Context: an optimization exercise on an open-source flow, tuned for small area, a short achievable clock period and few clock cycles per item. The choices shown serve that exercise and are no tape-out recipe. In this exercise RTL edits were held to simulation tests only and were not proved equivalent to the original.

## oak
## sparse_matrix_mult
module sparse_matrix_mult
(
  input  logic             clk,
  input  logic             rst_n,
  input  logic             in_valid_size,
  input  logic             in_size,
  input  logic             in_valid_a,
  input  logic [IDX_W-1:0] in_row_a,
  input  logic [IDX_W-1:0] in_col_a,
  input  logic [VAL_W-1:0] in_val_a,
  input  logic             in_valid_b,
  input  logic [IDX_W-1:0] in_row_b,
  input  logic [IDX_W-1:0] in_col_b,
  input  logic [VAL_W-1:0] in_val_b,
  output logic             out_valid,
  output logic [IDX_W-1:0] out_row,
  output logic [IDX_W-1:0] out_col,
  output logic [OUT_W-1:0] out_val
);
  localparam int N = MAX_NNZ;
  function automatic logic [SUM_W-1:0] add_f(input logic [SUM_W-1:0] a, input logic [SUM_W-1:0] b);
    logic [SUM_W-1:0] s;
    logic c;
    c = 1'b0;
    for (int i = 0; i < SUM_W; i++) begin
      s[i] = a[i] ^ b[i] ^ c;
      c    = (a[i] && b[i]) || (c && (a[i] ^ b[i]));
    end
    add_f = s;
  endfunction
  localparam logic [1:0] S_IDLE = 2'd0, S_INA = 2'd1, S_INB = 2'd2, S_OUT = 2'd3;
  logic [1:0]       st_q;
  logic             size_q;
  logic [IDX_W-1:0] mask_c;
  logic             aq_v;
  logic [IDX_W-1:0] aq_r, aq_c;
  logic [VAL_W-1:0] aq_w;
  logic [N-1:0]     va_q;
  logic [N-1:0][IDX_W-1:0] ar_q;
  logic [N-1:0][IDX_W-1:0] ac_q;
  logic [N-1:0][SUM_W-1:0] av_q;
  logic [N-1:0]     vb_c;     
  logic [N:0]       bnx_q;    
  logic [N-1:0][N-1:0] m_q;  
  logic [N-1:0]     has_q;    
  logic [N-1:0][IDX_W-1:0] bc_q;
  logic [N-1:0][VAL_W-1:0] bv_q;
  logic [N-1:0]     gm_q, pm_q;
  logic             out_valid_q;
  logic [IDX_W-1:0] out_row_q, out_col_q;
  logic [OUT_W-1:0] out_val_q;
  logic             in_job_c, emit_c;
  logic [IDX_W-1:0] g_row, g_col;
  logic [OUT_W-1:0] g_val;
  logic [N-1:0]     g_gm, g_pm;
  logic             g_last;
  assign mask_c   = {size_q, {(IDX_W-1){1'b1}}};
  ...
Size in the first run: ~3,000 cells after synthesis, ~350 flip-flops, ~54 I/O pins, ~0.026 mm2 of cells after synthesis.
export LEC_CHECK = 0
export ABC_AREA = 1
export CAP_MARGIN = 20
export CORE_MARGIN = 2
export CORE_UTILIZATION = 45
export CTS_CLUSTER_DIAMETER = 100
export CTS_CLUSTER_SIZE = 20
export PLACE_DENSITY = 0.6
export SLEW_MARGIN = 20
create_clock -name core_clock -period 60.0 [get_ports {clk}]
standard.sh (not shown) runs the stock make flow with config.mk's settings and CLKGATE_MAP_FILE= SYNTH_SCRIPT=/design/flow/synth_recipe.tcl, a recipe that flattens the netlist after the stock synthesis.
==> flow/flow/run.sh <==
#!/bin/bash
# The standard layout (standard.sh: the standard flow's synthesis and ORFS flow, unchanged
# scripts), with two optimisation knobs passed to ORFS's make:
#  - port buffers use buf_2 instead of the resizer's default pick (a slow
#    delay buffer), so input and output paths are not held back by them;
#  - repair_timing aims for 46.5 ns of setup slack on the 60 ns clock, so it
#    upsizes/buffers the few paths that are slower than the I/O paths anyway.
# The clock period and the SDC are the design's; nothing else changes.
set -euo pipefail
bash standard.sh SETUP_SLACK_MARGIN=46.5 'BUFFER_PORTS_ARGS=-buffer_cell sky130_fd_sc_hd__buf_2' finish > layout.log 2>&1
Testbench counts of oak, summed over its fixed seeds: cycles 14,413, jobs 800.
Edits applied to the flow inputs when going from oak to pine:
diff --git a/flow/flow/run.sh b/flow/flow/run.sh
--- a/flow/flow/run.sh
+++ b/flow/flow/run.sh
@@ -6 +6 @@
-#  - repair_timing aims for 46.5 ns of setup slack on the 60 ns clock, so it
+#  - repair_timing aims for 46.9 ns of setup slack on the 60 ns clock, so it
@@ -10 +10 @@
-bash standard.sh SETUP_SLACK_MARGIN=46.5 'BUFFER_PORTS_ARGS=-buffer_cell sky130_fd_sc_hd__buf_2' finish > layout.log 2>&1
+bash standard.sh SETUP_SLACK_MARGIN=46.9 'BUFFER_PORTS_ARGS=-buffer_cell sky130_fd_sc_hd__buf_2' finish > layout.log 2>&1
Findings:
Smallest setup slack after layout: pine > oak. Compared oak against pine; clock network contribution to total cell area within noise. Total stage count of the critical path: pine and oak compared, lower one is pine. In the reports for pine and oak, the larger count of non-CTS buffers in the layout belongs to pine. Status: die footprint parity (pine, oak). [compare] base=oak new=pine: detailed-placement wirelength estimate grew by 3.0%, number of nets in the final layout grew by about 0.33%.
Setup changes, pine to birch
diff --git a/flow/flow/run.sh b/flow/flow/run.sh
--- a/flow/flow/run.sh
+++ b/flow/flow/run.sh
@@ -6 +6 @@
-#  - repair_timing aims for 46.9 ns of setup slack on the 60 ns clock, so it
+#  - repair_timing aims for 47.3 ns of setup slack on the 60 ns clock, so it
@@ -10 +10 @@
-bash standard.sh SETUP_SLACK_MARGIN=46.9 'BUFFER_PORTS_ARGS=-buffer_cell sky130_fd_sc_hd__buf_2' finish > layout.log 2>&1
+bash standard.sh SETUP_SLACK_MARGIN=47.3 'BUFFER_PORTS_ARGS=-buffer_cell sky130_fd_sc_hd__buf_2' finish > layout.log 2>&1
Results
- For setup slack, pine and birch come out practically identical.
- Headroom to the max-slew limit was higher in birch than in pine.
- Compared pine against birch; shortest period the worst path allows within noise.
- Taking pine as the reference, in birch die area level, hold-critical path depth moved up, sequential cell area share moved down, total length of routed wires moved down, initial standard-cell utilization of the core level.
- Going from pine to birch, sum of met2 wire segment lengths after detailed routing shrinks by 1400 um.
- Compared with pine, birch shows a lower clock-cell share of area.

[separate check: timing with driven ports]
In the flow no input, the clock included, has a driving cell. The finished layouts below were timed again as built, in two steps. Step 1, drivers: a clkbuf_16 drives clk and a buf_2 each remaining input, both assumed. Step 2 also shifts input and output timing later by t, the mid clock arrival at the registers, as if the neighbouring blocks saw the same clock. a / b / c = ideal / step 1 / step 2; a / b = the first two.
| run | t, ns | setup WS [ns] | hold slack, ns | worst setup path after step 2 |
|---|---|---|---|---|
| oak | 0.635 | 46.617 / 46.664 / 46.029 | 0.464 / 0.464 / 0.464 | input to register |
| pine | 0.644 | 46.907 / 46.844 / 46.388 | 0.473 / 0.473 / 0.473 | input to register |
| birch | 0.644 | 46.908 / 46.847 / 46.553 | 0.485 / 0.485 / 0.485 | input to register |
After both steps every run listed still meets setup and hold. For oak, which loses most, drivers alone change the setup slack by +0.047 ns; drivers and shift together by -0.588 ns.
